This design comes from an exercise in tuning for small area and a short achievable clock period on the open sky130 flow, not from production work. Where RTL was checked, it was by simulation tests only, not by an equivalence proof against the original. The RTL of runs 4 and 5 was laid out without a check of its function. The clock input has no modelled driver; a real chip could not lean on it and would need a root buffer or a full tree. Power figures rest on the tool's default switching activity, not on a simulated workload.

### flow/flow/run.sh
#!/bin/bash
# standard layout with a tighter setup margin for repair_timing, small port
# buffers, free resizing, smaller clock-tree leaf buffers, and the clock
# tree's root buffer dropped after CTS, before its timing repair
set -euo pipefail
export SKIP_CTS_REPAIR_TIMING=1
export POST_CTS_TCL=$PWD/flow/noroot.tcl
export CTS_ARGS="-sink_clustering_enable -sink_clustering_size 18 -sink_clustering_max_diameter 60 -repair_clock_nets -sink_clustering_buffer sky130_fd_sc_hd__clkbuf_8"
bash standard.sh SETUP_SLACK_MARGIN=5.4 "BUFFER_PORTS_ARGS=-buffer_cell sky130_fd_sc_hd__buf_1" MATCH_CELL_FOOTPRINT=0 SKIP_CTS_REPAIR_TIMING=1 POST_CTS_TCL=$PWD/flow/noroot.tcl "CTS_ARGS=$CTS_ARGS" finish > standard_flow.log 2>&1
### flow/flow/noroot.tcl
set block [ord::get_db_block]
proc sink_iterms {net} {
  set l {}
  foreach it [$net getITerms] { if {[$it isInputSignal]} { lappend l $it } }
  return $l
}
set pnet [[$block findBTerm afi_phy_clk] getNet]
set roots [sink_iterms $pnet]
if {[llength $roots] == 1} {
  set root [[lindex $roots 0] getInst]
  set rnet [[$root findITerm X] getNet]
  set loads [sink_iterms $rnet]
  set ok [expr {[llength $loads] >= 1 && [llength $loads] <= 4}]
  foreach l $loads {
    if {![string match sky130_fd_sc_hd__clkbuf_* [[[$l getInst] getMaster] getName]]} { set ok 0 }
  }
  if {$ok} {
    puts "noroot: removing [$root getName], port now drives [llength $loads] buffers"
    [lindex $roots 0] disconnect
    foreach l $loads { $l disconnect; $l connect $pnet }
    [$root findITerm X] disconnect
    odb::dbInst_destroy $root
    odb::dbNet_destroy $rnet
  } else {
    puts "noroot: tree shape not as expected, left unchanged"
  }
}
estimate_parasitics -placement
repair_timing_helper
set result [catch { detailed_placement } msg]
if { $result != 0 } {
  error "Detailed placement failed after CTS repair: $msg"
}
check_placement -verbose
estimate_parasitics -placement
### flow/standard.sh
#!/bin/bash
# synth_recipe.tcl (not shown) runs the flow's synth.tcl, then flattens the netlist and writes it again
# the make line also repeats each setting of config.mk as NAME=value (left out here)
make -C /OpenROAD-flow-scripts/flow DESIGN_CONFIG=/design/flow/config.mk WORK_HOME=/design/flow/orfs CLKGATE_MAP_FILE= SYNTH_SCRIPT=/design/flow/synth_recipe.tcl "${@:-finish}"
### flow/config.mk
export PLATFORM = sky130hd
export DESIGN_NAME = ddr_port_mux
export DESIGN_NICKNAME = ddr_port_mux
export VERILOG_FILES = /design/flow/design.v
export SDC_FILE = /design/flow/constraint.sdc
export NUM_CORES = 4
export LEC_CHECK = 0
export CAP_MARGIN = 20
export CORE_MARGIN = 2
export CORE_UTILIZATION = 65
export CTS_CLUSTER_DIAMETER = 60
export CTS_CLUSTER_SIZE = 30
export GPL_TIMING_DRIVEN = 0
export SETUP_SLACK_MARGIN = 5
export SLEW_MARGIN = 20
### flow/constraint.sdc
create_clock -name core_clock -period 8.0 [get_ports {afi_phy_clk}]
set_input_delay 1.6000 -clock core_clock [delete_from_list [all_inputs] [get_ports {afi_phy_clk}]]
set_output_delay 1.6000 -clock core_clock [all_outputs]
set_load 0.01 [all_outputs]
### flow/design.v
package ddr_mux_pkg;
	localparam int addr_width    = 32;
	localparam int data_width    = 32;
	localparam int num_ports     = 4;
	localparam int req_depth     = 4;
	localparam int tag_depth     = 33;
	typedef logic [addr_width-1:0] ddr_addr_t;
	typedef logic [data_width-1:0] ddr_data_t;
endpackage
`timescale 1ns/100ps
module sync_fifo #(
	parameter int width = 32
)
(
	input  logic                  rst,
	input  logic                  afi_phy_clk,
	input  logic [width-1:0]      data,
	input  logic                  req,
	input  logic                  pop,
	output logic [3:0][width-1:0] slots,
	output logic [3:0]            head,
	output logic                  ready,
	output logic                  pending
);
	logic [3:0] wr_sel;
	logic [3:0] wr_next;
	logic [3:0] head_next;
	logic       push;
	logic       fills;
	logic       drains;
	assign push      = req && ready;
	assign wr_next   = {wr_sel[2:0], wr_sel[3]};
	assign head_next = {head[2:0], head[3]};
	assign fills     = |(wr_next & head);
	assign drains    = |(head_next & wr_sel);
	always_ff @(posedge afi_phy_clk)
	begin
		for (int k = 0; k < 4; k++)
		begin
			if (ready && wr_sel[k])
			begin
				slots[k] <= data;
			end
		end
	end
	always_ff @(posedge afi_phy_clk)
	begin
		if (rst)
		begin
			wr_sel  <= 4'b0001;
			head    <= 4'b0001;
			ready   <= 1'b1;
			pending <= 1'b0;
		end
		else
		begin
			if (pop)
			begin
				head <= head_next;
			end
			if (push)
			begin
				wr_sel <= wr_next;
			end
			if (push && !pop)
			begin
				ready   <= !fills;
				pending <= 1'b1;
			end
			else if (pop && !push)
			begin
				ready   <= 1'b1;
				pending <= !drains;
			end
		end
	end
endmodule
`timescale 1ns/100ps
module port_arbiter
(
	input  logic                   rst,
	input  logic                   afi_phy_clk,
	input  logic                   local_init_done,
	input  logic                   local_ready,
	input  logic [1:0][3:0][63:0]  wr_slots,
	input  logic [1:0][3:0][31:0]  rd_slots,
	input  logic [3:0][3:0]        head,
	input  logic [3:0]             pending,
	output logic [3:0]             pop,
	output logic                   tag_push,
	output logic                   tag_hi,
	output ddr_mux_pkg::ddr_addr_t local_address,
	output ddr_mux_pkg::ddr_data_t local_wdata,
	output logic                   local_write_req,
	output logic                   local_read_req
);
	logic       cmd_hi;
	logic [3:0] last_mask;
	logic [3:0] avail;
	logic [1:0] pick;
	logic       any;
	logic [3:0] pick_oh;
	ddr_mux_pkg::ddr_addr_t next_address;
	ddr_mux_pkg::ddr_data_t next_wdata;
	assign last_mask[0] = local_write_req && !cmd_hi;
	assign last_mask[1] = local_read_req  && !cmd_hi;
	assign last_mask[2] = local_write_req &&  cmd_hi;
	assign last_mask[3] = local_read_req  &&  cmd_hi;
	assign avail = pending & ~last_mask;
	assign any   = |avail;
	always_comb
	begin
		if (avail[0])      pick = 2'd0;
		else if (avail[1]) pick = 2'd1;
		else if (avail[2]) pick = 2'd2;
		else               pick = 2'd3;
	end
	assign pick_oh[0] = avail[0];
	assign pick_oh[1] = !avail[0] && avail[1];
	assign pick_oh[2] = !avail[0] && !avail[1] && avail[2];
	assign pick_oh[3] = !avail[0] && !avail[1] && !avail[2];
	always_comb
	begin
		next_address = '0;
		next_wdata   = '0;
		for (int i = 0; i < 2; i++)
		begin
			for (int k = 0; k < 4; k++)
			begin
				next_address = next_address
					| ({32{pick_oh[2*i]   && head[2*i][k]}}   & wr_slots[i][k][63:32])
					| ({32{pick_oh[2*i+1] && head[2*i+1][k]}} & rd_slots[i][k]);
				next_wdata   = next_wdata
					| ({32{(pick[1] == 1'(i)) && head[2*i][k]}} & wr_slots[i][k][31:0]);
			end
		end
	end
	always_ff @(posedge afi_phy_clk)
	begin
		if (rst || !local_init_done)
		begin
			local_write_req <= 1'b0;
			local_read_req  <= 1'b0;
			pop             <= '0;
			tag_push        <= 1'b0;
		end
		else
		begin
			pop      <= '0;
			tag_push <= 1'b0;
			if (local_ready)
			begin
				local_write_req <= any && !pick[0];
				local_read_req  <= any &&  pick[0];
				pop[pick]       <= any;
				tag_push        <= any && pick[0];
			end
		end
	end
	always_ff @(posedge afi_phy_clk)
	begin
		if (local_ready)
		begin
			cmd_hi        <= pick[1];
			local_address <= next_address;
			local_wdata   <= next_wdata;
		end
	end
	assign tag_hi = cmd_hi;
endmodule
`timescale 1ns/100ps
module read_return_router
(
	input  logic                   rst,
	input  logic                   afi_phy_clk,
	input  logic                   tag_push,
	input  logic                   tag_hi,
	input  ddr_mux_pkg::ddr_data_t local_rdata,
	input  logic                   local_rdata_valid,
	output ddr_mux_pkg::ddr_data_t rdata,
	output logic [1:0]             rport_data_valid
);
	logic [ddr_mux_pkg::tag_depth-1:0] tags;
	logic [5:0]                        tag_last;
	logic                              tag_q;
	logic [5:0]                        last_keep;
	logic [5:0]                        last_pop;
	assign tag_q = tags[tag_last];
	assign last_keep = tag_push ? tag_last + 6'd1 : tag_last;
	assign last_pop  = tag_push ? tag_last : tag_last - 6'd1;
	always_ff @(posedge afi_phy_clk)
	begin
		if (tag_push)
		begin
			tags <= {tags[ddr_mux_pkg::tag_depth-2:0], tag_hi};
		end
	end
	always_ff @(posedge afi_phy_clk)
	begin
		if (rst)
		begin
			tag_last         <= '1;
			rport_data_valid <= '0;
		end
		else
		begin
			tag_last         <= local_rdata_valid ? last_pop : last_keep;
			rport_data_valid <= {local_rdata_valid && tag_q, local_rdata_valid && !tag_q};
		end
	end
	always_ff @(posedge afi_phy_clk)
	begin
		rdata <= local_rdata;
	end
endmodule
`timescale 1ns/100ps
module mux_ddr_access
(
	input  logic                   rst,
	input  logic                   afi_phy_clk,
	input  ddr_mux_pkg::ddr_addr_t [1:0] wport_addr,
	input  ddr_mux_pkg::ddr_data_t [1:0] wport_data,
	input  logic [1:0]             wport_req,
	output logic [1:0]             wport_ready,
	input  ddr_mux_pkg::ddr_addr_t [1:0] rport_addr,
	input  logic [1:0]             rport_req,
	output logic [1:0]             rport_ready,
	output ddr_mux_pkg::ddr_data_t rport_data,
	output logic [1:0]             rport_data_valid,
	input  logic                   local_init_done,
	input  logic                   local_ready,
	input  ddr_mux_pkg::ddr_data_t local_rdata,
	input  logic                   local_rdata_valid,
	output ddr_mux_pkg::ddr_addr_t local_address,
	output ddr_mux_pkg::ddr_data_t local_wdata,
	output logic                   local_write_req,
	output logic                   local_read_req
);
	logic [1:0][3:0][63:0]        wr_slots;
	logic [1:0][3:0][31:0]        rd_slots;
	logic [3:0][3:0]              head;
	logic [3:0]                   pending;
	logic [3:0]                   pop;
	logic                         tag_push;
	logic                         tag_hi;
	for (genvar i = 0; i < 2; i++)
	begin : g_req
		sync_fifo #(.width(64)) wr_fifo_i (
			.rst         (rst),
			.afi_phy_clk (afi_phy_clk),
			.data        ({wport_addr[i], wport_data[i]}),
			.req         (wport_req[i]),
			.pop         (pop[2*i]),
			.slots       (wr_slots[i]),
			.head        (head[2*i]),
			.ready       (wport_ready[i]),
			.pending     (pending[2*i])
		);
		sync_fifo #(.width(32)) rd_fifo_i (
			.rst         (rst),
			.afi_phy_clk (afi_phy_clk),
			.data        (rport_addr[i]),
			.req         (rport_req[i]),
			.pop         (pop[2*i+1]),
			.slots       (rd_slots[i]),
			.head        (head[2*i+1]),
			.ready       (rport_ready[i]),
			.pending     (pending[2*i+1])
		);
	end
	port_arbiter port_arbiter_i (
		.rst             (rst),
		.afi_phy_clk     (afi_phy_clk),
		.local_init_done (local_init_done),
		.local_ready     (local_ready),
		.wr_slots        (wr_slots),
		.rd_slots        (rd_slots),
		.head            (head),
		.pending         (pending),
		.pop             (pop),
		.tag_push        (tag_push),
		.tag_hi          (tag_hi),
		.local_address   (local_address),
		.local_wdata     (local_wdata),
		.local_write_req (local_write_req),
		.local_read_req  (local_read_req)
	);
	read_return_router read_return_router_i (
		.rst               (rst),
		.afi_phy_clk       (afi_phy_clk),
		.tag_push          (tag_push),
		.tag_hi            (tag_hi),
		.local_rdata       (local_rdata),
		.local_rdata_valid (local_rdata_valid),
		.rdata             (rport_data),
		.rport_data_valid  (rport_data_valid)
	);
endmodule
`timescale 1ns/100ps
module ddr_port_mux
(
	input  logic        afi_phy_clk,
	input  logic        rst,
	input  logic [31:0] wport0_addr,
	input  logic [31:0] wport0_data,
	input  logic [31:0] wport2_addr,
	input  logic [31:0] wport2_data,
	input  logic [1:0]  wport_req,
	output logic [1:0]  wport_ready,
	input  logic [31:0] rport1_addr,
	input  logic [31:0] rport3_addr,
	input  logic [1:0]  rport_req,
	output logic [1:0]  rport_ready,
	output logic [31:0] rport1_data,
	output logic [31:0] rport3_data,
	output logic [1:0]  rport_data_valid,
	input  logic        local_init_done,
	input  logic        local_ready,
	input  logic [31:0] local_rdata,
	input  logic        local_rdata_valid,
	output logic [31:0] local_address,
	output logic [31:0] local_wdata,
	output logic        local_write_req,
	output logic        local_read_req
);
	ddr_mux_pkg::ddr_addr_t [ddr_mux_pkg::num_ports/2-1:0] wport_addr;
	ddr_mux_pkg::ddr_data_t [ddr_mux_pkg::num_ports/2-1:0] wport_data;
	ddr_mux_pkg::ddr_addr_t [ddr_mux_pkg::num_ports/2-1:0] rport_addr;
	ddr_mux_pkg::ddr_data_t rport_data;
	assign wport_addr[0] = wport0_addr;
	assign wport_addr[1] = wport2_addr;
	assign wport_data[0] = wport0_data;
	assign wport_data[1] = wport2_data;
	assign rport_addr[0] = rport1_addr;
	assign rport_addr[1] = rport3_addr;
	assign rport1_data   = rport_data;
	assign rport3_data   = rport_data;
	mux_ddr_access mux_ddr_access_i (
		.rst               (rst),
		.afi_phy_clk       (afi_phy_clk),
		.wport_addr        (wport_addr),
		.wport_data        (wport_data),
		.wport_req         (wport_req),
		.wport_ready       (wport_ready),
		.rport_addr        (rport_addr),
		.rport_req         (rport_req),
		.rport_ready       (rport_ready),
		.rport_data        (rport_data),
		.rport_data_valid  (rport_data_valid),
		.local_init_done   (local_init_done),
		.local_ready       (local_ready),
		.local_rdata       (local_rdata),
		.local_rdata_valid (local_rdata_valid),
		.local_address     (local_address),
		.local_wdata       (local_wdata),
		.local_write_req   (local_write_req),
		.local_read_req    (local_read_req)
	);
endmodule
==> results of run 1 <==
## flip-flops by register name, indices dropped and copies added (netlist names), 4 cells and up
name,count
mux_ddr_access_i.port_arbiter_i.pop,4
mux_ddr_access_i.g_req.rd_fifo_i.slots,256
mux_ddr_access_i.read_return_router_i.tags,33
mux_ddr_access_i.g_req.rd_fifo_i.head,8
mux_ddr_access_i.g_req.wr_fifo_i.slots,512
mux_ddr_access_i.g_req.wr_fifo_i.wr_sel,8
mux_ddr_access_i.read_return_router_i.tag_last,6
mux_ddr_access_i.g_req.wr_fifo_i.head,8
mux_ddr_access_i.port_arbiter_i.local_address,32
mux_ddr_access_i.g_req.rd_fifo_i.wr_sel,8
mux_ddr_access_i.port_arbiter_i.local_wdata,32
mux_ddr_access_i.read_return_router_i.rdata,32
## synthesized netlist by cell type (all sizes together), types with 27 or more instances
master	number
a22oi	165
edfxtp	866
nor2	57
a221oi	32
a31oi	27
buf	62
nand2	64
dfxtp	87
and3	35
a211oi	31
a22o	30
a222oi	86
o21ai	35
clkbuf	98
o2111ai	30
## logic make-up (layout without fill, tap and decap cells)
logic type / after synthesis / count (layout) / synth area share, %
other: 0 / 14 / 0
AND/OR/NAND/NOR: 240 / 240 / 3.42
AO/OA/AOI/OAI: 477 / 477 / 11.0
adder cells (fa/ha/maj): 9 / 9 / 0.351
multiplexers: 33 / 33 / 1.33
flip-flops: 953 / 953 / 81.2
buffers and inverters: 180 / 660 / 2.61
XOR/XNOR: 4 / 4 / 0.103
## power by group
part	switching, W	total, W	leakage [nW]	internal (W)
Sequential	0.0000901	0.00580	8.85	0.00571
Clock	0.00141	0.00221	0.518	0.000802
Combinational	0.000474	0.000734	3.20	0.000260
Total	0.00197	0.00874	12.6	0.00677
## per-stage QoR
stage	setup WS, ns	total power, W
after global placement	1.35	0.00654
after global routing	5.27	0.00899
after detailed placement	4.58	0.00658
final	5.33	0.00874
after floorplan	5.19	0.00623
## area by class of cell
cell class              count  area share (%)
flip-flops and latches    953            71.7
multi-input cells         763            15.0
repair buffers            393            5.42
plain buffers             160            2.70
clock buffers              79            2.51
well taps                 688            2.22
inverters                  20           0.194
clock inverters             8           0.145
diodes                     14          0.0903
## routing by layer
metal,vias up,track usage (%)
met5,-,0
met3,165,6.03
met4,20,9.43
met2,1111,50.0
met1,10300,44.5
li1,8680,-
## cell usage in the layout (no fill, tap or decap), drive strengths merged, types with 5 or more instances in the layout
cell / Yosys / routed
buf: 62 / 447
edfxtp: 866 / 866
o211ai: 5 / 5
clkbuf: 98 / 185
a211oi: 31 / 31
nand3: 22 / 22
and3: 35 / 35
nand4: 18 / 18
nand2: 64 / 64
dfxtp: 87 / 87
a22o: 30 / 30
o21ai: 35 / 35
clkinv: 1 / 6
and2: 22 / 22
a31oi: 27 / 27
nor3: 10 / 10
ha: 8 / 8
nor2b: 8 / 8
inv: 19 / 21
a21oi: 23 / 23
a22oi: 165 / 165
a221oi: 32 / 32
mux2i: 23 / 23
mux4: 8 / 8
a222oi: 86 / 86
diode: 0 / 14
nor2: 57 / 57
o2111ai: 30 / 30
## worst min-delay path by stage
stage	to	from	cells past startpoint	slack [ns]
finish	mux_ddr_access_i.read_return_router_i.tags[3]$_DFFE_PP_	mux_ddr_access_i.read_return_router_i.tags[2]$_DFFE_PP_	0	0.46
global route	mux_ddr_access_i.read_return_router_i.tags[5]$_DFFE_PP_	mux_ddr_access_i.read_return_router_i.tags[4]$_DFFE_PP_	0	0.47
detailed placement	mux_ddr_access_i.read_return_router_i.tags[16]$_DFFE_PP_	mux_ddr_access_i.read_return_router_i.tags[15]$_DFFE_PP_	0	0.43
global placement	mux_ddr_access_i.read_return_router_i.tags[21]$_DFFE_PP_	mux_ddr_access_i.read_return_router_i.tags[20]$_DFFE_PP_	0	0.43
floorplan	mux_ddr_access_i.read_return_router_i.tags[10]$_DFFE_PP_	mux_ddr_access_i.read_return_router_i.tags[9]$_DFFE_PP_	0	0.42
## worst max-delay path, cell delays in order (launching register included)
cell and delay, ns:
edfxtp_1 0.48, buf_6 0.17, nor2b_2 0.06, nor2_2 0.27, or3_1 0.19, clkbuf_2 0.24
clkbuf_4 0.30, nor2_1 0.09, a211oi_2 0.37, o2111ai_1 0.22
==> qor.csv, run 1 <==
stage,metric,value,unit
status,outcome,timing/DRC/antenna clean,
yosys,syn_area_per_cell,18.0,um2
critical_path,cp_max_fo,10,
grt,grt-ovfl-total,0,
sta,finalCriticalPeriod,2.67,ns
final_layout,design_area,38800,um2
floorplan,die-height,233,um
drt,dr_wl_met2,43.1,mm
sta,fin_setup_tns,0,ns
place,place_inst,2968,
drt,drtPass1Iterations,9,
drt,drt-met1-wl,33.3,mm
drt,drc,0,
grt,grt_pass1_vias,19200,
yosys,ys_types,50,
power_and_ir_drop,p_leak,12.6,nW
sta,slew_violations,0,
place,gp_congestion,0.822,
sta,finalSetupViolations,0,
critical_path,r2r_cells,9,
yosys,synthesis.area,34200,um2
yosys,yosysTopAreaCell,edfxtp_1,
sta,period_share,33.4,%
floorplan,chipWidth,233,um
critical_path,crit_path_end,mux_ddr_access_i.port_arbiter_i.local_address[28]$_DFFE_PP_,
final_layout,multiInputGateArea,5840,um2
place,port_buffers,367,
sta,max_slew_margin,35.6,%
critical_path,rrSetupSlack,5.33,ns
final_layout,fin_cells,3078,
drt,ant_nets,0,
place,hpwl,57.9,mm
floorplan,io_pins,369,
yosys,yosysSeqAreaShare,81.2,%
final_layout,nFillCells,3234,
sta,whs,0.461,ns
yosys,ys_warn_count,4,
drt,wl,87.2,mm
sta,clock_skew,0.0261,ns
final_layout,area_delta_synth_final,13.5,%
floorplan,core,52200,um2
grt,grt_use_total,31.3,%
yosys,ys.flop_type,edfxtp_1,
min_path,min_path_type,reg -> reg,
floorplan,row_count,84,
yosys,synth-edff-count,866,
drt,routed_wire_length_per_instance,28.3,um
drt,wl_met3,8.24,mm
sta,rsz0062_at_grt,true,
critical_path,cp-start-kind,register,
drt,avgViaCountPerCell,6.58,
clock_network,path_clk_slew,0.11,ns
yosys,synth_async_sr_flop_share,0,%
critical_path,crit_type,reg -> reg,
yosys,ys_top_cells_by_area,"edfxtp_1 76%, dfxtp_1 5.1%, a22oi_1 3.6%",
final_layout,fin_util,74.3,%
job,cap_violations,0,
critical_path,crit_arrival,2.81,ns
power_and_ir_drop,powerDensity,225,nW/um2
grt,antenna_found_initial,20,
drt,drtIter0Drc,2549,
sta,clock.fmax,375,MHz
sta,hold_viol,0,
final_layout,nets,2592,
floorplan,start_util,65.4,%
critical_path,endpoint_kind,register,
sta,tightest_slew,0.967,ns
final_layout,drive_gt1_share,15.2,%
critical_path,r2r_start,mux_ddr_access_i.port_arbiter_i.cmd_hi$_DFFE_PP_,
power_and_ir_drop,ir_drop,227,uV
critical_path,r2r_end,mux_ddr_access_i.port_arbiter_i.local_address[28]$_DFFE_PP_,
drt,top_layer,met5,
clock_network,numClockSinks,953,
final_layout,regArea,27800,um2
drt,vias,20300,
grt,grt_max_degree,42,
clock_network,clkLatencyLatePin,0.43,ns
floorplan,die_area,54400,um2
yosys,synth_seq_cells,953,
critical_path,crit_path_start,mux_ddr_access_i.port_arbiter_i.cmd_hi$_DFFE_PP_,
yosys,synth.top_cell.area_share,76.1,%
yosys,syn_inst,1896,
grt,grt_pass1_wl,122,mm
critical_path,crit_required,8.14,ns
clock_network,cts_tree,built,
yosys,syn-num-nets,2138,
place,placed_area,36900,um2
==> run 2: changes to the inputs <==
--- a/flow/config.mk
+++ b/flow/config.mk
@@ -10,6 +10,5 @@
 export CORE_UTILIZATION = 65
 export CTS_CLUSTER_DIAMETER = 60
 export CTS_CLUSTER_SIZE = 30
-export GPL_TIMING_DRIVEN = 0
 export SETUP_SLACK_MARGIN = 5
 export SLEW_MARGIN = 20
==> qor.csv, run 2 <==
stage,metric,value,unit
clock_network,clkLatencyLatePin,0.42,ns
floorplan,io_pins,369,
power_and_ir_drop,power.switching,0.00194,W
sta,tightest_slew,1.10,ns
yosys,synth_most_common_cell,edfxtp_1,
sta,clock.fmax,379,MHz
clock_network,cts_tree,built,
critical_path,path_cells,clkbuf_2,
critical_path,rrSetupSlack,5.42,ns
grt,grt_use_total,30.7,%
critical_path,cp_max_fo,1,
final_layout,nFillCells,3348,
yosys,ys.flop_type,edfxtp_1,
critical_path,crit_required,6.40,ns
power_and_ir_drop,power.share.clock,25.6,%
sta,clock_skew,0.0250,ns
yosys,synth_compound_area_share,11.0,%
yosys,syn_area_per_cell,18.0,um2
final_layout,final_cell_mix,"866 x edfxtp_1, 344 x buf_1, 165 x a22oi_1, 86 x a222oi_1, 79 x dfxtp_1",
yosys,synthAdderAreaFrac,0.351,%
yosys,syn_inst,1896,
sta,period_share,33.0,%
critical_path,cp-start-kind,register,
yosys,yosysSeqAreaShare,81.2,%
place,port_buffers,368,
drt,drc,0,
power_and_ir_drop,powerDensity,232,nW/um2
drt,ant_nets,0,
floorplan,die-height,233,um
sta,finalCriticalPeriod,2.64,ns
critical_path,slowest_delay,0.46,ns
power_and_ir_drop,power.share.combinational,7.5,%
job,cap_violations,0,
final_layout,nets,2456,
sta,hold_viol,0,
yosys,synthTopCellsByCount,"866 x edfxtp_1, 165 x a22oi_1, 98 x clkbuf_1, 87 x dfxtp_1, 86 x a222oi_1",
power_and_ir_drop,ir_drop,174,uV
critical_path,r2r_start,mux_ddr_access_i.port_arbiter_i.cmd_hi$_DFFE_PP_,
power_and_ir_drop,internal_power,0.00673,W
final_layout,area_delta_synth_final,9.22,%
min_path,worstHoldStart,mux_ddr_access_i.read_return_router_i.tags[17]$_DFFE_PP_,
drt,wl,85.3,mm
critical_path,crit_buf_inv,1,
sta,fin_setup_tns,0,ns
yosys,ys_top_cells_by_area,"edfxtp_1 76%, dfxtp_1 5.1%, a22oi_1 3.6%",
min_path,min_path_type,reg -> reg,
critical_path,cp_top_family,flip-flops,
floorplan,die_area,54400,um2
yosys,synth_top_family_by_area,compound AO/OA/AOI/OAI gates,
yosys,synthXorXnorAreaFrac,0.103,%
yosys,synth-edff-count,866,
drt,vias,19500,
yosys,synthMuxAreaShare,1.33,%
drt,avgViaCountPerCell,6.62,
final_layout,top_register,mux_ddr_access_i.g_req.wr_fifo_i.slots,
sta,finalSetupViolations,0,
power_and_ir_drop,power,0.00867,W
grt,grt_max_degree,65,
power_and_ir_drop,seqPwrFrac,66.8,%
critical_path,r2r_cells,7,
yosys,synth_async_sr_flop_share,0,%
clock_network,numClockSinks,953,
floorplan,chipWidth,233,um
drt,drtIter0Drc,2463,
critical_path,r2r_end,mux_ddr_access_i.port_arbiter_i.local_address[20]$_DFFE_PP_,
yosys,synthesis.area,34200,um2
clock_network,path_clk_slew,0.11,ns
yosys,yosysTopAreaCell,edfxtp_1,
critical_path,crit_slowest_cell,edfxtp_1,
final_layout,drive_gt1_share,8.79,%
yosys,ys_types,50,
final_layout,reg_top3,"mux_ddr_access_i.g_req.wr_fifo_i.slots (512), mux_ddr_access_i.g_req.rd_fifo_i.slots (256), mux_ddr_access_i.read_return_router_i.tags (33)",
critical_path,crit_type,reg -> out,
grt,grt_pass1_vias,18900,
critical_path,crit_arrival,1.04,ns
final_layout,fin_cells,2939,
min_path,holdPathEnd,mux_ddr_access_i.read_return_router_i.tags[18]$_DFFE_PP_,
grt,grt-ovfl-total,0,
place,hpwl,49.1,mm
yosys,syn-num-nets,2138,
floorplan,start_util,65.4,%
sta,whs,0.451,ns
final_layout,largest_reg_flops,512,
grt,antenna_found_initial,15,
floorplan,row_count,84,
power_and_ir_drop,netSwitchingFraction,22.4,%
floorplan,core,52200,um2
sta,slew_violations,0,
place,place_inst,2828,
drt,routed_wire_length_per_instance,29.0,um
drt,drtPass1Iterations,6,
yosys,synth.top_cell.area_share,76.1,%
yosys,synth-simple-area-share,3.42,%
sta,max_slew_margin,26.4,%
critical_path,crit_path_start,mux_ddr_access_i.port_arbiter_i.local_address[4]$_DFFE_PP_,
final_layout,final_common_cell,edfxtp_1,
sta,rsz0062_at_grt,true,
critical_path,endpoint_kind,output port,
power_and_ir_drop,p_leak,11.8,nW
yosys,ys_warn_count,4,
status,outcome,timing/DRC/antenna clean,
min_path,hold_depth,0,
place,gp_congestion,0.817,
yosys,synth_seq_cells,953,
grt,grt_pass1_wl,120,mm
==> run 2: cell counts after synthesis <==
Identical to the previous run, type by type.
==> run 2: how the worst max path moves through the flow <==
stage	to	slack, ns	cells past startpoint
3_5_place_dp	mux_ddr_access_i.port_arbiter_i.pop[1]$_SDFF_PP0_	4.41	4
6_report	local_address[4]	5.36	1
3_3_place_gp	mux_ddr_access_i.port_arbiter_i.pop[1]$_SDFF_PP0_	4.51	4
5_1_grt	mux_ddr_access_i.port_arbiter_i.local_wdata[15]$_DFFE_PP_	5.35	9
2_1_floorplan	register	5.19	7
==> run 2: stage by stage <==
step / setup WS, ns / utilization, % / cell area [um2]
floorplan: 5.19 / - / 34200
global route: 5.35 / 71.4 / 37300
detailed placement: 4.41 / 68.8 / 36000
finish: 5.36 / 71.5 / 37300
global placement: 4.51 / 68.8 / 36000
==> run 2: kinds of logic (layout without fill, tap and decap cells) <==
logic type / Yosys count / count (layout)
buffers and inverters: 180 / 521
AO/OA/AOI/OAI: 477 / 477
AND/OR/NAND/NOR: 240 / 243
flip-flops: 953 / 953
multiplexers: 33 / 33
other: 0 / 11
adder cells (fa/ha/maj): 9 / 9
XOR/XNOR: 4 / 4
==> run 2: layout make-up <==
| type | count | area (um2) | share of cell area [%] |
|---|---|---|---|
| clock buffer | 79 | 995 | 2.67 |
| inverter | 20 | 78.8 | 0.211 |
| antenna | 11 | 27.5 | 0.0737 |
| multi-input combinational | 766 | 5720 | 15.3 |
| sequential | 953 | 27800 | 74.4 |
| tap | 688 | 861 | 2.31 |
| timing repair buffer | 414 | 1820 | 4.88 |
| clock inverter | 8 | 48.8 | 0.131 |
==> run 2: power groups by stage <==
| stage | Sequential [W] | Combinational, W | Clock, W |
|---|---|---|---|
| after floorplan | 0.00591 | 0.000318 | 0 |
| after global placement | 0.00590 | 0.000616 | 0 |
| after detailed placement | 0.00591 | 0.000628 | 0 |
| after global routing | 0.00582 | 0.000704 | 0.00240 |
| final | 0.00580 | 0.000654 | 0.00222 |
==> run 2: routing by layer <==
metal | routed length, um | track usage (%)
met5 | 133 | 0
met4 | 2570 | 10.2
met2 | 42500 | 50.1
met3 | 7750 | 4.65
met1 | 32400 | 43.1
==> run 3: changes to the inputs <==
==> flow/flow/run.sh (replaced) <==
#!/bin/bash
# standard layout with a tighter setup margin for repair_timing, small port
# buffers, free resizing, smaller clock-tree leaf buffers, and the clock
# tree's root buffer dropped after CTS, before its timing repair
set -euo pipefail
export SKIP_CTS_REPAIR_TIMING=1
export POST_CTS_TCL=$PWD/flow/noroot.tcl
export CTS_ARGS="-sink_clustering_enable -sink_clustering_size 18 -sink_clustering_max_diameter 60 -repair_clock_nets -sink_clustering_buffer sky130_fd_sc_hd__clkbuf_8 -dont_use_dummy_load"
bash standard.sh SETUP_SLACK_MARGIN=5.4 "BUFFER_PORTS_ARGS=-buffer_cell sky130_fd_sc_hd__buf_1" MATCH_CELL_FOOTPRINT=0 SKIP_CTS_REPAIR_TIMING=1 POST_CTS_TCL=$PWD/flow/noroot.tcl "CTS_ARGS=$CTS_ARGS" finish > standard_flow.log 2>&1
==> qor.csv, run 3 <==
stage,metric,value,unit
drt,drc,0,
critical_path,slowest_delay,0.45,ns
power_and_ir_drop,power,0.00853,W
yosys,ys_top_cells_by_area,"edfxtp_1 76%, dfxtp_1 5.1%, a22oi_1 3.6%",
final_layout,final_cell_mix,"866 x edfxtp_1, 351 x buf_1, 165 x a22oi_1, 86 x a222oi_1, 79 x dfxtp_1",
final_layout,drive_gt1_share,8.81,%
critical_path,path_cells,clkbuf_2,
grt,grt_pass1_wl,120,mm
critical_path,rrSetupSlack,5.43,ns
sta,max_slew_margin,23.3,%
clock_network,path_clk_slew,0.11,ns
job,cap_violations,0,
yosys,yosysSeqAreaShare,81.2,%
place,gp_congestion,0.817,
critical_path,cp-start-kind,register,
final_layout,largest_reg_flops,512,
yosys,synth-edff-count,866,
grt,grt-ovfl-total,0,
sta,slew_violations,0,
drt,drtPass1Iterations,6,
final_layout,design_area,37300,um2
floorplan,die-height,233,um
yosys,ys.flop_type,edfxtp_1,
floorplan,die_area,54400,um2
yosys,syn_area_per_cell,18.0,um2
yosys,yosysTopAreaCell,edfxtp_1,
power_and_ir_drop,powerDensity,229,nW/um2
yosys,syn_inst,1896,
yosys,synthesis.area,34200,um2
sta,rsz0062_at_grt,true,
critical_path,cp_top_family,flip-flops,
yosys,synth_async_sr_flop_share,0,%
power_and_ir_drop,p_leak,11.8,nW
critical_path,crit_slowest_cell,edfxtp_1,
critical_path,crit_arrival,1.03,ns
yosys,ys_warn_count,4,
drt,avgViaCountPerCell,6.69,
clock_network,numClockSinks,953,
final_layout,final_common_cell,edfxtp_1,
sta,clock_skew,0.0514,ns
final_layout,reg_top3,"mux_ddr_access_i.g_req.wr_fifo_i.slots (512), mux_ddr_access_i.g_req.rd_fifo_i.slots (256), mux_ddr_access_i.read_return_router_i.tags (33)",
yosys,syn-num-nets,2138,
critical_path,crit_type,reg -> out,
critical_path,crit_required,6.40,ns
critical_path,cp_max_fo,1,
drt,ant_nets,0,
sta,finalCriticalPeriod,2.63,ns
final_layout,area_delta_synth_final,9.04,%
drt,drtIter0Drc,2452,
drt,vias,19600,
sta,tightest_slew,1.14,ns
power_and_ir_drop,ir_drop,174,uV
critical_path,crit_buf_inv,1,
sta,period_share,32.9,%
sta,finalSetupViolations,0,
clock_network,clkLatencyLatePin,0.42,ns
grt,grt_pass1_vias,18900,
grt,grt_use_total,30.7,%
floorplan,chipWidth,233,um
sta,fin_ws,5.37,ns
yosys,ys_types,50,
floorplan,core,52200,um2
place,hpwl,49.1,mm
sta,fin_setup_tns,0,ns
grt,grt_max_degree,65,
yosys,synth_seq_cells,953,
grt,antenna_found_initial,15,
critical_path,endpoint_kind,output port,
sta,hold_viol,0,
floorplan,row_count,84,
yosys,synth.top_cell.area_share,76.1,%
final_layout,nets,2469,
drt,wl,86.1,mm
place,dp_slack,4.41,ns
status,outcome,timing/DRC/antenna clean,
final_layout,top_register,mux_ddr_access_i.g_req.wr_fifo_i.slots,
place,placed_area,36000,um2
sta,clock.fmax,380,MHz
drt,routed_wire_length_per_instance,29.4,um
floorplan,start_util,65.4,%
min_path,min_path_type,reg -> reg,
yosys,synth_most_common_cell,edfxtp_1,
floorplan,io_pins,369,
place,port_buffers,368,
yosys,synthTopCellsByCount,"866 x edfxtp_1, 165 x a22oi_1, 98 x clkbuf_1, 87 x dfxtp_1, 86 x a222oi_1",
-- run 3: per-stage QoR --
step / std cells / hold WS [ns] / util [%]
after detailed placement: 2828 / 0.427 / 68.8
final: 2923 / 0.451 / 71.3
after global placement: 2828 / 0.421 / 68.8
after floorplan: 1896 / 0.417 / -
after global routing: 2915 / 0.462 / 71.3
-- run 3: layout make-up --
type | instances | area, um2
Timing Repair Buffer | 426 | 1930
Fill cell | 3350 | 15000
Multi-Input combinational cell | 767 | 5750
Clock buffer | 59 | 857
Inverter | 20 | 78.8
Tap cell | 688 | 861
Sequential cell | 953 | 27800
Antenna cell | 10 | 25.0
-- run 3: where the power goes --
part,leakage (nW),internal [W],switching (W)
combinational,2.49,0.000212,0.000455
clock,0.445,0.000714,0.00135
sequential,8.85,0.00571,0.0000918
-- run 3: routing by layer --
metal / GRT usage (%) / vias to the layer above / part of all wire [%]
li1: - / 8390 / -
met1: 43.0 / 9986 / 38
met2: 50.3 / 995 / 50
met3: 4.76 / 170 / 9.1
met4: 10.1 / 24 / 3.0
met5: 0 / - / 0.17
-- run 3: cells by family after synthesis --
group / Yosys count / share of synthesized area, %
adder cells (fa/ha/maj): 9 / 0.351
XOR/XNOR: 4 / 0.103
flip-flops: 953 / 81.2
multiplexers: 33 / 1.33
buffers and inverters: 180 / 2.61
AO/OA/AOI/OAI: 477 / 11.0
AND/OR/NAND/NOR: 240 / 3.42
-- run 3: final timing paths --
path,from,to,cells after the start
setup reg to reg,mux_ddr_access_i.port_arbiter_i.cmd_hi$_DFFE_PP_,mux_ddr_access_i.port_arbiter_i.local_address[22]$_DFFE_PP_,7
hold reg to reg,mux_ddr_access_i.read_return_router_i.tags[17]$_DFFE_PP_,mux_ddr_access_i.read_return_router_i.tags[18]$_DFFE_PP_,0
hold / removal,mux_ddr_access_i.read_return_router_i.tags[17]$_DFFE_PP_,mux_ddr_access_i.read_return_router_i.tags[18]$_DFFE_PP_,0
setup / recovery,mux_ddr_access_i.port_arbiter_i.local_address[4]$_DFFE_PP_,local_address[4],1
==> run 4: changes to the inputs <==
--- a/flow/design.v
+++ b/flow/design.v
@@ -22,22 +22,30 @@
 	output logic                  ready,
 	output logic                  pending
 );
-	logic [3:0] wr_sel;
-	logic [3:0] wr_next;
-	logic [3:0] head_next;
+	logic [1:0] wr_ptr;
+	logic [1:0] rd_ptr;
+	logic [1:0] wr_next;
+	logic [1:0] rd_next;
 	logic       push;
 	logic       fills;
 	logic       drains;
-	assign push      = req && ready;
-	assign wr_next   = {wr_sel[2:0], wr_sel[3]};
-	assign head_next = {head[2:0], head[3]};
-	assign fills     = |(wr_next & head);
-	assign drains    = |(head_next & wr_sel);
+	assign push    = req && ready;
+	assign wr_next = wr_ptr + 2'd1;
+	assign rd_next = rd_ptr + 2'd1;
+	assign fills   = (wr_next == rd_ptr);
+	assign drains  = (rd_next == wr_ptr);
+	always_comb
+	begin
+		for (int k = 0; k < 4; k++)
+		begin
+			head[k] = (rd_ptr == 2'(k));
+		end
+	end
 	always_ff @(posedge afi_phy_clk)
 	begin
 		for (int k = 0; k < 4; k++)
 		begin
-			if (ready && wr_sel[k])
+			if (ready && wr_ptr == 2'(k))
 			begin
 				slots[k] <= data;
 			end
@@ -47,8 +55,8 @@
 	begin
 		if (rst)
 		begin
-			wr_sel  <= 4'b0001;
-			head    <= 4'b0001;
+			wr_ptr  <= '0;
+			rd_ptr  <= '0;
 			ready   <= 1'b1;
 			pending <= 1'b0;
 		end
@@ -56,11 +64,11 @@
 		begin
 			if (pop)
 			begin
-				head <= head_next;
+				rd_ptr <= rd_next;
 			end
 			if (push)
 			begin
-				wr_sel <= wr_next;
+				wr_ptr <= wr_next;
 			end
 			if (push && !pop)
 			begin
==> flow/flow/run.sh (replaced) <==
#!/bin/bash
# standard layout with a tighter setup margin for repair_timing, small port
# buffers, free resizing, smaller clock-tree leaf buffers, and the clock
# tree's root buffer dropped after CTS, before its timing repair
set -euo pipefail
export SKIP_CTS_REPAIR_TIMING=1
export POST_CTS_TCL=$PWD/flow/noroot.tcl
export CTS_ARGS="-sink_clustering_enable -sink_clustering_size 18 -sink_clustering_max_diameter 60 -repair_clock_nets -sink_clustering_buffer sky130_fd_sc_hd__clkbuf_8"
bash standard.sh SETUP_SLACK_MARGIN=5.4 "BUFFER_PORTS_ARGS=-buffer_cell sky130_fd_sc_hd__buf_1" MATCH_CELL_FOOTPRINT=0 SKIP_CTS_REPAIR_TIMING=1 POST_CTS_TCL=$PWD/flow/noroot.tcl "CTS_ARGS=$CTS_ARGS" finish > standard_flow.log 2>&1
==> qor.csv, run 4 <==
stage,metric,value,unit
sta,whs,0.450,ns
sta,clock_skew,0.0158,ns
floorplan,row_count,83,
grt,grt_pass1_vias,17200,
critical_path,crit_path_start,mux_ddr_access_i.port_arbiter_i.local_address[23]$_DFFE_PP_,
floorplan,core,51300,um2
clock_network,path_clk_slew,0.11,ns
critical_path,path_depth,1,
sta,finalSetupViolations,0,
sta,fin_setup_tns,0,ns
place,port_buffers,368,
yosys,synth-edff-count,866,
sta,slew_violations,0,
critical_path,crit_slowest_cell,edfxtp_1,
critical_path,rrSetupSlack,5.45,ns
grt,antenna_found_initial,22,
job,cap_violations,0,
yosys,synth.top_cell.area_share,77.1,%
floorplan,start_util,65.8,%
yosys,yosysSeqAreaShare,81.3,%
drt,top_layer,met5,
grt,grt-ovfl-total,0,
critical_path,r2r_cells,8,
sta,finalCriticalPeriod,2.64,ns
final_layout,area_delta_synth_final,10.4,%
critical_path,crit_type,reg -> out,
yosys,ys_warn_count,4,
clock_network,cts_tree,built,
yosys,synthTopCellsByCount,"866 x edfxtp_1, 142 x a22oi_1, 88 x a221oi_1, 82 x clkbuf_1, 71 x dfxtp_1",
drt,avgViaCountPerCell,6.39,
sta,hold_viol,0,
drt,drtIter0Drc,2285,
drt,drc,0,
clock_network,clkLatencyLatePin,0.41,ns
yosys,synth_most_common_cell,edfxtp_1,
critical_path,slowest_delay,0.47,ns
yosys,yosysTopAreaCell,edfxtp_1,
min_path,hold_depth,0,
drt,drtPass1Iterations,7,
status,outcome,timing/DRC/antenna clean,
critical_path,path_cells,clkbuf_2,
place,gp_congestion,0.807,
critical_path,crit_buf_inv,1,
final_layout,final_common_cell,edfxtp_1,
final_layout,reg_top3,"mux_ddr_access_i.g_req.wr_fifo_i.slots (512), mux_ddr_access_i.g_req.rd_fifo_i.slots (256), mux_ddr_access_i.read_return_router_i.tags (33)",
grt,grt_use_total,28.3,%
final_layout,final_cell_mix,"866 x edfxtp_1, 335 x buf_1, 142 x a22oi_1, 63 x dfxtp_1, 61 x a222oi_1",
drt,dr_wl_met2,35.7,mm
clock_network,numClockSinks,937,
final_layout,largest_reg_flops,512,
floorplan,die-height,232,um
floorplan,io_pins,369,
yosys,synth_seq_cells,937,
yosys,syn_area_per_cell,18.8,um2
drt,wl_met3,7.62,mm
critical_path,endpoint_kind,output port,
critical_path,crit_required,6.40,ns
final_layout,top_register,mux_ddr_access_i.g_req.wr_fifo_i.slots,
critical_path,crit_arrival,1.04,ns
floorplan,chipWidth,232,um
yosys,synth_async_sr_flop_share,0,%
critical_path,cp-start-kind,register,
yosys,ys_types,50,
grt,grt_max_degree,65,
drt,ant_nets,0,
sta,clock.fmax,379,MHz
critical_path,cp_top_family,flip-flops,
power_and_ir_drop,p_leak,12.0,nW
critical_path,r2r_end,mux_ddr_access_i.port_arbiter_i.local_address[18]$_DFFE_PP_,
critical_path,crit_path_end,local_address[23],
yosys,syn_inst,1794,
sta,max_slew_margin,25.3,%
sta,rsz0062_at_grt,true,
drt,routed_wire_length_per_instance,26.9,um
sta,period_share,33.0,%
yosys,ys_top_cells_by_area,"edfxtp_1 77%, dfxtp_1 4.2%, a22oi_1 3.2%",
power_and_ir_drop,ir_drop,168,uV
critical_path,cp_max_fo,1,
min_path,min_path_type,reg -> reg,
yosys,synthesis.area,33700,um2
final_layout,nets,2394,
grt,grt_pass1_wl,112,mm
sta,tightest_slew,1.12,ns
yosys,syn-num-nets,2069,
final_layout,drive_gt1_share,10.4,%
place,hpwl,45.6,mm
yosys,ys.flop_type,edfxtp_1,
drt,wl,76.9,mm
drt,drt-met1-wl,32.0,mm
drt,vias,18300,
critical_path,r2r_start,mux_ddr_access_i.g_req[1].wr_fifo_i.rd_ptr[1]$_SDFFE_PP0P_,
floorplan,die_area,53700,um2
power_and_ir_drop,powerDensity,246,nW/um2
## run 4: cell count changes in the layout (fill, tap and decap cells not counted), moves of 30 or more
cell	previous run	this run
a221oi_2	4	42
a22o_1	30	60
clkbuf_1	0	42
ha_1	6	38
nand2_1	64	29
## run 4: stage by stage
stage                     util [%]  total power, W  worst slack, ns  area [um2]  std cells
after floorplan                  -         0.00655             5.19       33800       1794
after detailed placement      69.4         0.00695             4.52       35600       2734
after global routing          72.6         0.00947             5.28       37200       2854
after global placement        69.4         0.00692             4.57       35600       2734
final                         72.6         0.00915             5.36       37200       2856
## run 4: worst min path at each step
stage                                                                        start                                                       end
after global routing       mux_ddr_access_i.read_return_router_i.tags[4]$_DFFE_PP_   mux_ddr_access_i.read_return_router_i.tags[5]$_DFFE_PP_
after global placement     mux_ddr_access_i.read_return_router_i.tags[6]$_DFFE_PP_   mux_ddr_access_i.read_return_router_i.tags[7]$_DFFE_PP_
final                     mux_ddr_access_i.read_return_router_i.tags[12]$_DFFE_PP_  mux_ddr_access_i.read_return_router_i.tags[13]$_DFFE_PP_
after detailed placement   mux_ddr_access_i.read_return_router_i.tags[7]$_DFFE_PP_   mux_ddr_access_i.read_return_router_i.tags[8]$_DFFE_PP_
after floorplan            mux_ddr_access_i.read_return_router_i.tags[9]$_DFFE_PP_  mux_ddr_access_i.read_return_router_i.tags[10]$_DFFE_PP_
## run 4: cells by family after synthesis
family,after synthesis,share of synthesized area (%)
and+or+nand+nor,147,2.31
adders and majority gates,42,1.58
DFF,937,81.3
xor gates and xnor gates,24,0.623
AOI/OAI and AO/OA,451,10.7
muxes,19,0.975
buffers and inverters,174,2.48
## run 4: power breakdown
group | internal [W] | leakage (nW) | switching [W]
clock | 0.000876 | 0.558 | 0.00139
combinational | 0.000302 | 2.67 | 0.000617
sequential | 0.00582 | 8.74 | 0.000139
## run 4: routing by layer
| metal | global-route usage (%) | up-vias |
|---|---|---|
| met4 | 6.63 | 32 |
| met1 | 44.1 | 9177 |
| met5 | 0 | - |
| li1 | - | 8041 |
| met3 | 5.98 | 118 |
| met2 | 41.7 | 890 |
## run 4: final cells by class
cell class / instances / area (um2)
Antenna cell: 6 / 15.0
Clock buffer: 106 / 1110
Clock inverter: 5 / 42.5
Fill cell: 3199 / 14100
Inverter: 35 / 139
Multi-Input combinational cell: 683 / 5900
Sequential cell: 937 / 27500
Tap cell: 680 / 851
Timing Repair Buffer: 404 / 1750
==> run 5: changes to the inputs <==
--- a/flow/design.v
+++ b/flow/design.v
@@ -22,41 +22,38 @@
 	output logic                  ready,
 	output logic                  pending
 );
-	logic [1:0] wr_ptr;
-	logic [1:0] rd_ptr;
-	logic [1:0] wr_next;
-	logic [1:0] rd_next;
+	logic [3:0] wr_en;
+	logic [3:0] wr_hold;
+	logic [3:0] wr_sel;
+	logic [3:0] wr_next;
+	logic [3:0] wr_sel_next;
+	logic [3:0] head_next;
+	logic       ready_next;
 	logic       push;
 	logic       fills;
 	logic       drains;
-	assign push    = req && ready;
-	assign wr_next = wr_ptr + 2'd1;
-	assign rd_next = rd_ptr + 2'd1;
-	assign fills   = (wr_next == rd_ptr);
-	assign drains  = (rd_next == wr_ptr);
-	always_comb
-	begin
-		for (int k = 0; k < 4; k++)
-		begin
-			head[k] = (rd_ptr == 2'(k));
-		end
-	end
+	assign push        = req && ready;
+	assign wr_sel      = ready ? wr_en : head;
+	assign wr_next     = {wr_sel[2:0], wr_sel[3]};
+	assign head_next   = {head[2:0], head[3]};
+	assign fills       = |(wr_next & head);
+	assign drains      = |(head_next & wr_sel);
+	assign wr_sel_next = push ? wr_next : wr_sel;
+	assign ready_next  = (push && !pop) ? !fills : ((pop && !push) ? 1'b1 : ready);
 	always_ff @(posedge afi_phy_clk)
 	begin
 		for (int k = 0; k < 4; k++)
 		begin
-			if (ready && wr_ptr == 2'(k))
-			begin
-				slots[k] <= data;
-			end
+			slots[k] <= ({width{wr_en[k]}} & data) | ({width{wr_hold[k]}} & slots[k]);
 		end
 	end
 	always_ff @(posedge afi_phy_clk)
 	begin
 		if (rst)
 		begin
-			wr_ptr  <= '0;
-			rd_ptr  <= '0;
+			wr_en   <= 4'b0001;
+			wr_hold <= 4'b1110;
+			head    <= 4'b0001;
 			ready   <= 1'b1;
 			pending <= 1'b0;
 		end
@@ -64,20 +61,17 @@
 		begin
 			if (pop)
 			begin
-				rd_ptr <= rd_next;
-			end
-			if (push)
-			begin
-				wr_ptr <= wr_next;
+				head <= head_next;
 			end
+			wr_en   <= wr_sel_next & {4{ready_next}};
+			wr_hold <= ~(wr_sel_next & {4{ready_next}});
+			ready   <= ready_next;
 			if (push && !pop)
 			begin
-				ready   <= !fills;
 				pending <= 1'b1;
 			end
 			else if (pop && !push)
 			begin
-				ready   <= 1'b1;
 				pending <= !drains;
 			end
 		end
==> qor.csv, run 5 <==
stage,metric,value,unit
drt,vias,27500,
grt,grt_pass1_vias,26600,
sta,rsz0062_at_grt,true,
power_and_ir_drop,netSwitchingFraction,27.6,%
clock_network,numClockSinks,969,
critical_path,slowest_delay,0.49,ns
yosys,syn-num-nets,3165,
power_and_ir_drop,p_leak,14.5,nW
sta,clock_skew,0.0216,ns
sta,clock.fmax,373,MHz
grt,grt_max_degree,68,
grt,grt_pass1_wl,164,mm
drt,drtPass1Iterations,9,
final_layout,final_common_cell,dfxtp_1,
drt,drtIter0Drc,3409,
power_and_ir_drop,power.share.clock,21.3,%
yosys,ys_warn_count,4,
power_and_ir_drop,powerDensity,301,nW/um2
yosys,synth_async_sr_flop_share,0,%
power_and_ir_drop,power.share.combinational,16.9,%
sta,finalCriticalPeriod,2.68,ns
drt,avgViaCountPerCell,7.19,
yosys,ys_types,56,
sta,max_slew_margin,31.9,%
grt,antenna_found_initial,21,
yosys,yosysTopAreaCell,dfxtp_1,
place,dp_slack,4.56,ns
critical_path,endpoint_kind,output port,
yosys,synth_most_common_cell,dfxtp_1,
drt,ant_nets,0,
yosys,synth.top_cell.area_share,50.4,%
critical_path,crit_slowest_cell,edfxtp_1,
sta,hold_viol,0,
yosys,synth_seq_cells,969,
critical_path,cp_top_family,flip-flops,
power_and_ir_drop,internal_power,0.00814,W
sta,period_share,33.5,%
final_layout,largest_reg_flops,512,
critical_path,crit_buf_inv,1,
yosys,yosysSeqAreaShare,59.0,%
critical_path,path_cells,buf_1,
final_layout,final_cell_mix,"842 x dfxtp_1, 781 x a22o_1, 326 x buf_1, 226 x a22oi_1, 98 x edfxtp_1",
yosys,synth-edff-count,98,
drt,wl,109,mm
place,placed_area,35900,um2
final_layout,drive_gt1_share,8.28,%
power_and_ir_drop,seqPwrFrac,61.7,%
place,port_buffers,368,
sta,slew_violations,0,
yosys,synthesis.area,34600,um2
yosys,ys_top_cells_by_area,"dfxtp_1 50%, a22o_1 20%, edfxtp_1 8.5%",
floorplan,chipWidth,235,um
sta,fin_ws,5.32,ns
floorplan,die_area,55000,um2
critical_path,cp_max_fo,1,
clock_network,path_clk_slew,0.11,ns
critical_path,crit_type,reg -> out,
place,place_inst,3691,
floorplan,core,52600,um2
grt,grt_use_total,37.7,%
place,hpwl,64.5,mm
floorplan,row_count,84,
floorplan,die-height,235,um
final_layout,top_register,mux_ddr_access_i.g_req.wr_fifo_i.slots,
drt,drc,0,
status,outcome,timing/DRC/antenna clean,
yosys,ys.flop_type,dfxtp_1,
sta,tightest_slew,1.02,ns
grt,grt-ovfl-total,0,
power_and_ir_drop,ir_drop,189,uV
place,gp_congestion,0.901,
job,cap_violations,0,
final_layout,nets,3320,
yosys,synthTopCellsByCount,"871 x dfxtp_1, 781 x a22o_1, 250 x clkbuf_1, 226 x a22oi_1, 98 x edfxtp_1",
drt,routed_wire_length_per_instance,28.5,um
critical_path,crit_required,6.40,ns
min_path,min_path_type,reg -> reg,
yosys,syn_area_per_cell,11.8,um2
yosys,syn_inst,2919,
critical_path,cp-start-kind,register,
sta,finalSetupViolations,0,
clock_network,cts_tree,built,
final_layout,design_area,37400,um2
critical_path,crit_arrival,1.08,ns
final_layout,area_delta_synth_final,8.22,%
final_layout,fin_cells,3821,
power_and_ir_drop,power.switching,0.00311,W
sta,fin_setup_tns,0,ns
clock_network,clkLatencyLatePin,0.43,ns
floorplan,io_pins,369,
floorplan,start_util,65.8,%
final_layout,reg_top3,"mux_ddr_access_i.g_req.wr_fifo_i.slots (512), mux_ddr_access_i.g_req.rd_fifo_i.slots (256), mux_ddr_access_i.read_return_router_i.tags (33)",
run 5: cell count changes in the layout (fill, tap and decap cells not counted), moves of 34 or more:
cell / change
a21oi_1: +71
a221oi_2: -41
a222oi_1: -34
a22o_1: +721
a22oi_1: +84
dfxtp_1: +779
edfxtp_1: -768
run 5: cells by family after synthesis:
group	Yosys count	share of synthesized area, %
adder cells (fa/ha/maj)	13	0.492
buffers and inverters	368	4.43
multiplexers	58	2.03
AND/OR/NAND/NOR	227	3.42
flip-flops	969	59.0
XOR/XNOR	6	0.152
AO/OA/AOI/OAI	1278	30.5
run 5: path summary, 6_finish.rpt:
check / from / slack (ns) / depth (start not counted) / endpoint
setup / recovery: mux_ddr_access_i.port_arbiter_i.local_address[31]$_DFFE_PP_ / 5.32 / 1 / local_address[31]
hold / removal: mux_ddr_access_i.read_return_router_i.tags[10]$_DFFE_PP_ / 0.46 / 0 / mux_ddr_access_i.read_return_router_i.tags[11]$_DFFE_PP_
setup reg to reg: mux_ddr_access_i.port_arbiter_i.cmd_hi$_DFFE_PP_ / 5.47 / 7 / mux_ddr_access_i.port_arbiter_i.local_address[30]$_DFFE_PP_
hold reg to reg: mux_ddr_access_i.read_return_router_i.tags[10]$_DFFE_PP_ / 0.46 / 0 / mux_ddr_access_i.read_return_router_i.tags[11]$_DFFE_PP_
run 5: power groups by stage:
stage	registers (W)	clock network, W	logic [W]
final	0.00694	0.00240	0.00191
after global routing	0.00706	0.00259	0.00205
after detailed placement	0.00700	0	0.00184
after global placement	0.00695	0	0.00177
after floorplan	0.00675	0	0.00140
run 5: metal layers:
metal	up-vias	track usage [%]	share of wire, %
li1	11800	-	-
met1	13500	52.9	40
met2	1849	55.7	44
met3	294	8.29	12
met4	14	17.7	4.9
met5	-	0	0.093
run 5: cell type report:
class	instances	area, um2
Clock inverter	2	35.0
Antenna cell	18	45.0
Sequential cell	969	20400
Multi-Input combinational cell	1582	12800
Tap cell	688	861
Clock buffer	100	1120
Timing Repair inverter	1	7.51
Fill cell	3812	15100
Inverter	35	135
Timing Repair Buffer	426	1940
run 5: worst reg2reg max path, cell delays in order (launching register included):
cell	delay, ns
edfxtp_1	0.53
nand2b_1	0.22
nand2_1	0.08
buf_6	0.23
and4_1	0.25
buf_4	0.28
a221oi_1	0.49
o211ai_1	0.17
run 5: metrics by stage:
| step | power [W] | hold slack [ns] | utilization, % |
|---|---|---|---|
| 2_1_floorplan | 0.00815 | 0.421 | - |
| 3_3_place_gp | 0.00872 | 0.429 | 68.4 |
| 3_5_place_dp | 0.00884 | 0.433 | 68.4 |
| 5_1_grt | 0.0117 | 0.474 | 71.2 |
| 6_report | 0.0113 | 0.459 | 71.2 |

static timing again, ports no longer ideal:
The results above use ideal ports. As a check the final layouts listed here were re-extracted and re-timed, cells and wires unchanged. Step 1 sets driving cells, clkbuf_16 on the clock port and buf_2 on the other inputs (assumed; they add their load-dependent delay and slew). Step 2 moves the port delays by t, midway between the first and last clock arrival at a register: inputs arrive t later, outputs are due t later. That takes back most of the time a late clock gives input paths. a / b / c = no drivers / after step 1 / after step 2; a / b = the first two.
run | t, ns | setup slack, ns | worst hold slack (ns) | worst setup path after step 2 | worst slew at a driven data input, ns
run 1 | 0.541 | 5.332 / 5.239 / 4.963 | 0.461 / 0.461 / 0.461 | input to register | 0.12
run 2 | 0.532 | 5.360 / 5.232 / 4.961 | 0.451 / 0.451 / 0.451 | input to register | 0.12
run 3 | 0.520 | 5.370 / 5.243 / 4.958 | 0.451 / 0.451 / 0.451 | input to register | 0.13
run 4 | 0.534 | 5.359 / 5.231 / 4.932 | 0.450 / 0.450 / 0.450 | input to register | 0.11
run 5 | 0.547 | 5.317 / 5.189 / 5.057 | 0.459 / 0.459 / 0.459 | input to register | 0.12
After both steps every run listed still meets setup and hold. The setup slack of run 4, which loses most, moves by -0.128 ns with the drivers and by -0.427 ns with both steps.
